Context: an optimization exercise on an open-source flow, tuned for small area, a short achievable clock period and few clock cycles per item. The choices shown serve that exercise and are no tape-out recipe. Function was checked by simulation only, so behaviour that the tests miss may differ from the original. Power figures rest on the tool's default switching activity, not on a simulated workload.

--- flow/design.v ---
package lvt_pkg;
    localparam int CAP_W   = 5;
    localparam int FIELD_W = 32;
    localparam logic [CAP_W-1:0] CAP_RESET = 5'd16;
    typedef enum logic [1:0] {
        ST_IDLE,
        ST_SEARCH,
        ST_APPLY
    } t_state;
    typedef struct packed {
        logic load_key;
        logic search;
        logic apply;
    } t_cmd;
    typedef struct packed {
        logic hit;
        logic error;
    } t_stat;
endpackage
module lvt_ctrl #(
    parameter int RES_W = 40
) (
    input  logic             i_clk,
    input  logic             i_rst_n,
    input  logic             i_push,
    input  logic [RES_W-1:0] i_res,
    input  logic             i_out_stall,
    output logic             o_freeze,
    output logic             o_valid,
    output logic [RES_W-1:0] o_res
);
    logic             r_ov;
    logic [RES_W-1:0] r_out;
    logic             freeze;
    assign freeze = r_ov && i_out_stall;
    always_ff @(posedge i_clk) begin
        if (!i_rst_n) r_ov <= 1'b0;
        else          r_ov <= freeze || i_push;
    end
    always_ff @(posedge i_clk) begin
        if (!freeze) r_out <= i_res;
    end
    assign o_freeze = freeze;
    assign o_valid  = r_ov;
    assign o_res    = r_out;
endmodule
module lvt_datapath #(
    parameter int DEPTH      = 16,
    parameter int VALUE_BITS = 32
) (
    input  logic                          i_clk,
    input  logic                          i_rst_n,
    input  logic                          i_cfg_we,
    input  logic [lvt_pkg::CAP_W-1:0]     i_cfg_wdata,
    input  logic                          i_hold,
    input  logic                          i_valid,
    input  logic [lvt_pkg::FIELD_W-1:0]   i_key_value,
    output logic                          o_push,
    output logic                          o_status,
    output logic                          o_hit,
    output logic                          o_evicted_valid,
    output logic [lvt_pkg::FIELD_W-1:0]   o_evicted_value,
    output logic [lvt_pkg::CAP_W-1:0]     o_occupancy
);
    localparam int CNT_W = $clog2(DEPTH + 1);
    logic [VALUE_BITS-1:0]     r_list [DEPTH];
    logic [CNT_W-1:0]          r_cnt;
    logic [lvt_pkg::CAP_W-1:0] r_cap;
    logic                      r_cap0;    
    logic [DEPTH-1:0]      r_lv;
    logic [DEPTH-1:0]      r_ls;
    logic                  r_full;
    logic                  r_v2;
    logic [VALUE_BITS-1:0] r_k2;
    logic [DEPTH-1:0]      r_m2;
    logic                  r_eq2;
    logic                  r_vb;
    logic [VALUE_BITS-1:0] r_kb;
    logic [DEPTH-1:0]      r_sb;    
    logic                  r_nf;    
    logic                  go;
    logic                  cap0;
    logic                  is_evict;
    logic                  is_insert;
    logic                  found;
    logic [DEPTH-1:0]      missv;
    logic [DEPTH-1:0]      en;
    logic [DEPTH-1:0]      mk;
    logic [DEPTH-1:0]      mk1;
    logic                  eqb;
    logic                  eq12;
    logic [DEPTH-1:0]      m2;
    logic [DEPTH-1:0]      s2;
    logic [DEPTH-1:0]      s2s;
    logic [VALUE_BITS-1:0] last;
    assign go = r_vb && !i_hold;
    always_comb begin
        found     = r_sb[0];
        cap0      = r_cap0;
        is_evict  = r_nf && !cap0 && r_full;
        is_insert = r_nf && !cap0 && !r_full;
        for (int i = 0; i < DEPTH; i++)
            missv[i] = !cap0 && (r_full ? r_lv[i] : ((i == 0) ? 1'b1 : r_lv[(i == 0) ? 0 : i - 1]));
        for (int i = 0; i < DEPTH; i++)
            en[i] = go && (r_sb[i] || (r_nf && missv[i]));
    end
    logic [DEPTH-1:0] capsel;
    logic [DEPTH-1:0] lv_ins;
    logic             full_ins;
    logic             full_same;
    logic             ins_now;
    always_comb begin
        for (int i = 0; i < DEPTH; i++)
            capsel[i] = (i == DEPTH - 1) ? (r_cap >= lvt_pkg::CAP_W'(DEPTH)) : (r_cap == lvt_pkg::CAP_W'(i + 1));
        lv_ins    = {r_lv[DEPTH-2:0], 1'b1};
        full_ins  = |(lv_ins & capsel);
        full_same = |(r_lv & capsel);
        ins_now = go && is_insert;
    end
    always_comb begin
        for (int i = 0; i < DEPTH; i++)
            mk[i] = (r_list[i] == i_key_value[VALUE_BITS-1:0]);
        eqb  = (r_kb == i_key_value[VALUE_BITS-1:0]);
        eq12 = (r_k2 == i_key_value[VALUE_BITS-1:0]);
        for (int i = 0; i < DEPTH; i++)
            mk1[i] = en[i] ? ((i == 0) ? eqb : mk[(i == 0) ? 0 : i - 1]) : mk[i];
    end
    logic             last2;
    logic             drop2;
    always_comb begin
        m2 = r_m2 & r_lv;
        for (int i = 0; i < DEPTH; i++)
            s2[i] = |(m2 >> i);
        last2 = |(m2 & r_ls);
        drop2 = r_nf ? (is_evict && last2) : r_eq2;
        for (int i = 0; i < DEPTH; i++)
            s2s[i] = en[i] ? (((i == 0) && r_eq2) || (s2[(i == 0) ? 0 : i - 1] && !drop2)) : s2[i];
    end
    always_comb begin
        last = '0;
        for (int i = 0; i < DEPTH; i++)
            if (r_ls[i]) last = last | r_list[i];
    end
    always_ff @(posedge i_clk) begin
        if (!i_rst_n) begin
            r_cnt   <= '0;
            r_cap   <= lvt_pkg::CAP_RESET;
            r_cap0  <= 1'b0;
            r_lv    <= '0;
            r_ls    <= '0;
            r_full  <= 1'b0;
            r_v2    <= 1'b0;
            r_vb    <= 1'b0;
        end else begin
            if (i_cfg_we) begin
                r_cap  <= i_cfg_wdata;
                r_cap0 <= (i_cfg_wdata == '0);
            end
            if (ins_now) begin
                r_cnt   <= r_cnt + CNT_W'(1);
                r_lv    <= lv_ins;
                r_ls    <= {r_ls[DEPTH-2:0], r_ls == '0};
                r_full  <= full_ins;
            end else begin
                r_full  <= full_same;
            end
            if (!i_hold) begin
                r_v2 <= i_valid;
                r_vb <= r_v2;
            end
        end
    end
    always_ff @(posedge i_clk) begin
        for (int i = 0; i < DEPTH; i++)
            if (en[i]) r_list[i] <= (i == 0) ? r_kb : r_list[(i == 0) ? 0 : i - 1];
        if (!i_hold) begin
            r_k2   <= i_key_value;
            r_m2   <= mk1;
            r_eq2  <= eq12;
            r_kb   <= r_k2;
            r_sb   <= s2s;
            r_nf   <= !s2s[0];
        end
    end
    assign o_push          = go;
    assign o_status        = r_nf && cap0;
    assign o_hit           = found;
    assign o_evicted_valid = is_evict;
    assign o_evicted_value = is_evict ? last : '0;
    assign o_occupancy     = lvt_pkg::CAP_W'(r_cnt + CNT_W'(is_insert));
endmodule
module lru_value_tracker #(
    parameter int DEPTH      = 16,
    parameter int VALUE_BITS = 32
) (
    input  logic                               i_clk,
    input  logic                               i_rst_n,
    input  logic                               i_cfg_we,
    input  logic [lvt_pkg::CAP_W-1:0]          i_cfg_wdata,
    input  logic                               i_valid,
    output logic                               o_stall,
    input  logic signed [lvt_pkg::FIELD_W-1:0] i_key_value,
    output logic                               o_valid,
    input  logic                               i_stall,
    output logic                               o_status,
    output logic                               o_hit,
    output logic                               o_evicted_valid,
    output logic signed [lvt_pkg::FIELD_W-1:0] o_evicted_value,
    output logic [lvt_pkg::CAP_W-1:0]          o_occupancy
);
    localparam int RES_W = 3 + lvt_pkg::FIELD_W + lvt_pkg::CAP_W;
    logic             hold;
    logic             push;
    logic             st, hit, evv;
    logic [lvt_pkg::FIELD_W-1:0] evval;
    logic [lvt_pkg::CAP_W-1:0]   occ;
    logic [RES_W-1:0] res;
    lvt_datapath #(
        .DEPTH      (DEPTH),
        .VALUE_BITS (VALUE_BITS)
    ) u_datapath (
        .i_clk           (i_clk),
        .i_rst_n         (i_rst_n),
        .i_cfg_we        (i_cfg_we),
        .i_cfg_wdata     (i_cfg_wdata),
        .i_hold          (hold),
        .i_valid         (i_valid && !i_stall),
        .i_key_value     (i_key_value),
        .o_push          (push),
        .o_status        (st),
        .o_hit           (hit),
        .o_evicted_valid (evv),
        .o_evicted_value (evval),
        .o_occupancy     (occ)
    );
    lvt_ctrl #(
        .RES_W (RES_W)
    ) u_ctrl (
        .i_clk       (i_clk),
        .i_rst_n     (i_rst_n),
        .i_push      (push),
        .i_res       ({st, hit, evv, evval, occ}),
        .i_out_stall (i_stall),
        .o_freeze    (hold),
        .o_valid     (o_valid),
        .o_res       (res)
    );
    assign o_stall = i_stall;
    assign {o_status, o_hit, o_evicted_valid, o_evicted_value, o_occupancy} = res;
endmodule
--- flow/flow/run.sh ---
#!/bin/bash
set -euo pipefail
cd "$(dirname "$0")/.."
bash standard.sh "BUFFER_PORTS_ARGS=-buffer_cell sky130_fd_sc_hd__buf_8" finish > run_standard.log 2>&1
--- flow/standard.sh ---
#!/bin/bash
# synth_recipe.tcl (not shown) runs the flow's synth.tcl, then flattens the netlist and writes it again
# the make line also repeats each setting of config.mk as NAME=value (left out here)
make -C /OpenROAD-flow-scripts/flow DESIGN_CONFIG=/design/flow/config.mk WORK_HOME=/design/flow/orfs CLKGATE_MAP_FILE= SYNTH_SCRIPT=/design/flow/synth_recipe.tcl "${@:-finish}"
--- flow/config.mk ---
export PLATFORM = sky130hd
export DESIGN_NAME = lru_value_tracker
export DESIGN_NICKNAME = lru_value_tracker
export VERILOG_FILES = /design/flow/design.v
export SDC_FILE = /design/flow/constraint.sdc
export NUM_CORES = 4
export LEC_CHECK = 0
export CAP_MARGIN = 20
export CORE_MARGIN = 2
export CORE_UTILIZATION = 50
export CTS_CLUSTER_DIAMETER = 100
export CTS_CLUSTER_SIZE = 20
export SETUP_SLACK_MARGIN = 2.2
export SLEW_MARGIN = 20
--- flow/constraint.sdc ---
create_clock -name core_clock -period 4.4 [get_ports {i_clk}]
set_input_delay 0.8800 -clock core_clock [delete_from_list [all_inputs] [get_ports {i_clk}]]
set_output_delay 0.8800 -clock core_clock [all_outputs]
set_load 0.01 [all_outputs]
==> impl_metrics.env <==
export IMPL_grt_usage=0.3999
export IMPL_min_to="u_ctrl.r_out[38]"
export IMPL_critical_path_class="reg2reg"
export IMPL_finalPower_mw=12.18
export IMPL_netlist_area_mm2=0.03220
export IMPL_synth_edff_count=650
export IMPL_drive_above_1_share=0.1202
export IMPL_synth_warnings=3
export IMPL_portBuffers=83
export IMPL_r2r_slack_ns=2.10
export IMPL_r2r_end="u_datapath.r_m2[10]"
export IMPL_netlist_area_leader_share=0.6061
export IMPL_relSlewSlack=0.4132
export IMPL_slew_viol_final=0
export IMPL_worstPathCellList="xnor2_1 -> nand4_1 -> nor4_4 -> nand2_1 -> mux2i_1"
export IMPL_slowest_delay_ns=0.47
export IMPL_dp_worst_setup_slack_ns=1.315
export IMPL_reg2reg_depth=5
export IMPL_wl_per_cell_um=41.97
export IMPL_core_mm2=0.06412
export IMPL_dieArea_mm2=0.06645
export IMPL_status="complete, no violations"
export IMPL_gp_congestion=1.086
export IMPL_finalSetupViolCount=0
export IMPL_drt_iter0_markers=4213
export IMPL_hold_depth=0
export IMPL_grt_pass1_wl_um=182100
export IMPL_first_global_vias=21625
export IMPL_ctsRootBufferMaster="clkbuf_16"
export IMPL_placed_cells=3114
export IMPL_antenna_left=0
export IMPL_peakVddDrop_mv=0.2604
export IMPL_synth_largest_area_cell="edfxtp_1"
export IMPL_syn2layout_area_growth_pct=12.22
export IMPL_syn_num_nets=2347
export IMPL_die_w_um=257.8
export IMPL_final_nets=2384
export IMPL_fin_crit_sh=0.5221
export IMPL_hpwl_um=94130
export IMPL_clk_latency_ns=0.65
export IMPL_post_route_drc_count=0
export IMPL_rsz0062_at_grt="true"
export IMPL_stdcell_count=3211
export IMPL_ys_flop_type="edfxtp_1"
export IMPL_final_area_mm2=0.03614
export IMPL_drt_pass1_iter_count=7
export IMPL_cts_buffers=40
export IMPL_clock_sinks=697
export IMPL_synth_ff_latch_count=697
export IMPL_cts_tree="yes"
export IMPL_start_util=0.5023
export IMPL_clock_skew_ns=0.05399
export IMPL_cts_clk_slew_worst_paths_ns=0.10
export IMPL_cts_hold_buf=0
export IMPL_finalHoldViolCount=0
export IMPL_grt_overflow=0
export IMPL_via_per_inst=7.166
export IMPL_netlist_top_cells_area="edfxtp_1 (61%), xnor2_1 (15%), dfxtp_1 (2.9%), a221oi_1 (2.9%), nand4_1 (2.8%)"
export IMPL_hold_class="reg2reg"
export IMPL_worst_slew_pin_slew_ns=0.8802
export IMPL_via_count=23011
export IMPL_crit_arrival_ns=2.74
export IMPL_rows=93
export IMPL_holdWs_ns=0.4542
export IMPL_synthCells=2302
export IMPL_setup_ws_ns=2.103
export IMPL_min_period_ns=2.297
export IMPL_wl_um=134800
export IMPL_clockBufferDepth=3
export IMPL_max_freq_ghz=0.4353
export IMPL_cp_max_fo=3
export IMPL_io_pins=84
export IMPL_ys_seq_area_frac=0.6353
export IMPL_timing_rr_start="u_datapath.r_list[10][8]"
export IMPL_antenna_found_initial=8
export IMPL_finalCoreUtilization=0.5637
export IMPL_maxCapViolCount=0
export IMPL_setup_tns_final_ns=0
export IMPL_worstHoldStart="u_datapath.r_sb[0]"
export IMPL_critPathLaunchType="flop"
export IMPL_p_leak_nw=10.71
export IMPL_htreeDepth=2
export IMPL_place_area_mm2=0.03424
export IMPL_async_flop_share=0
export IMPL_die_h_um=257.8
export IMPL_grt_max_degree=140
export IMPL_setup_worst_path_end_class="flop"
export IMPL_worstPathRequired_ns=4.85
export IMPL_power_density_mw_per_mm2=337.0
export IMPL_synth_avg_cell_area_um2=13.99
export IMPL_cpMaxStageDelayCell="xnor2_1"
export IMPL_synth_cell_types=55
[critical path, delay by kind of cell, from the launching register on]
kind / cells / cell delay (ns)
muxes: 1 / 0.23
DFF: 1 / 0.46
xor gates and xnor gates: 1 / 0.47
and+or+nand+nor: 3 / 0.93
[report_power, final]
part           internal (mW)  switching, mW  leakage, nW  total (mW)
registers               7.21         0.0754         6.57        7.28
clock network           1.77           2.26        0.548        4.04
logic                  0.313          0.548         3.60       0.861
total                   9.30           2.88         10.7        12.2
[metal layers]
layer,part of all wire,vias up,wire [um],GRT usage
met5,0.00047,-,63,0
met4,0.080,8,10780,0.2351
met3,0.15,498,19650,0.1263
met2,0.42,2210,57050,0.5876
met1,0.35,11400,47210,0.5228
li1,-,8895,-,-
[timing repair]
| action | CTS | global route |
|---|---|---|
| setup endpoints to repair | 501 | 119 |
| setup buffers | 32 | 4 |
| gates cloned | 1 | 1 |
| resized for setup | 38 | 33 |
| pin swaps | 17 | 4 |
[synthesized netlist by cell type, drive strengths merged (32+ instances only)]
cell type / number
and3: 32
a22oi: 73
xor2: 33
nand4: 147
nand2: 104
a221oi: 107
a21boi: 34
a22o: 96
xnor2: 550
a31oi: 37
edfxtp: 650
clkbuf: 81
dfxtp: 47
buf: 90
nor4: 48
[cell families after synthesis]
| kind of cell | count (synthesis) | share of synthesized area |
|---|---|---|
| flip-flops | 697 | 0.6353 |
| XOR/XNOR | 583 | 0.1586 |
| AND/OR/NAND/NOR | 417 | 0.07215 |
| AO/OA/AOI/OAI | 398 | 0.09799 |
| buffers and inverters | 176 | 0.02607 |
| multiplexers | 28 | 0.008742 |
| adder cells (fa/ha/maj) | 3 | 0.001166 |
[worst max path at each step]
stage                              from             endpoint  depth (start not counted)
4_1_cts              u_datapath.r_m2[1]   u_datapath.r_sb[7]                          6
3_5_place_dp            i_key_value[13]  u_datapath.r_m2[10]                          6
3_3_place_gp                    i_stall  u_datapath.r_m2[15]                          5
5_1_grt        u_datapath.r_list[1][12]   u_datapath.r_m2[2]                          5
6_report       u_datapath.r_list[10][8]  u_datapath.r_m2[10]                          5
2_1_floorplan                   i_stall  u_datapath.r_m2[14]                          3
[flip-flops by register name, summed over array words and instances (netlist names)]
register and flops:
u_ctrl.r_out 40, u_datapath.r_cnt 5, u_ctrl.r_ov 1, u_datapath.r_kb 32, u_datapath.r_lv 16, u_datapath.r_m2 16, u_datapath.r_eq2 1, u_datapath.r_list 512
u_datapath.r_v2 1, u_datapath.r_sb 16, u_datapath.r_cap 5, u_datapath.r_nf 1, u_datapath.r_k2 32, u_datapath.r_full 1, u_datapath.r_cap0 1, u_datapath.r_vb 1
u_datapath.r_ls 16
[layout by cell type, fill, tap and decap left out, types with 8 or more instances in the layout]
| master | instances |
|---|---|
| buf_6 | 13 |
| buf_8 | 84 |
| nand4_1 | 146 |
| xnor2_2 | 14 |
| clkbuf_1 | 14 |
| nor2_4 | 13 |
| nor2b_1 | 10 |
| a22o_1 | 96 |
| dfxtp_4 | 12 |
| a21boi_0 | 34 |
| nor2_1 | 8 |
| nand2_1 | 101 |
| nor4_1 | 41 |
| buf_12 | 10 |
| and3_1 | 32 |
| xnor2_1 | 534 |
| nand3_1 | 28 |
| clkbuf_16 | 42 |
| dfxtp_1 | 30 |
| a221oi_1 | 104 |
| a21oi_1 | 13 |
| edfxtp_1 | 650 |
| a22oi_1 | 73 |
| a31oi_1 | 37 |
| mux2i_1 | 27 |
| buf_4 | 56 |
| xor2_1 | 33 |
[layout make-up]
type / instances / area, um^2
Clock buffer: 57 / 1117
Clock inverter: 1 / 16.27
Fill cell: 5196 / 27980
Antenna cell: 1 / 2.502
Tap cell: 855 / 1070
Sequential cell: 697 / 20510
Inverter: 5 / 28.78
Timing Repair Buffer: 164 / 2056
Multi-Input combinational cell: 1431 / 11340
Testbench counts, summed over its fixed seeds: cycles 16,024, items 16,000.

==> static timing again, ports no longer ideal <==
No port has a modelled driver above. Below, the same layout with a new extraction and two added sets of constraints.
Step 1, drivers: a clkbuf_16 drives i_clk and a buf_2 each remaining input, both assumed.
Step 2, shift: input delay + t, output delay - t, t = (earliest + latest rising clock arrival at the registers) / 2. This alone moves slack from input paths to output paths.
Three values: ideal ports, drivers, drivers and shift; two values: the first two.
shift t [ns]: 0.696
slack for setup (ns): 2.103 / 2.103 / 1.477
worst hold slack (ns): 0.454 / 0.454 / 0.454
After both steps this run still meets setup and hold. For this run, drivers alone change the setup slack by 0.000 ns; drivers and shift together by -0.626 ns.
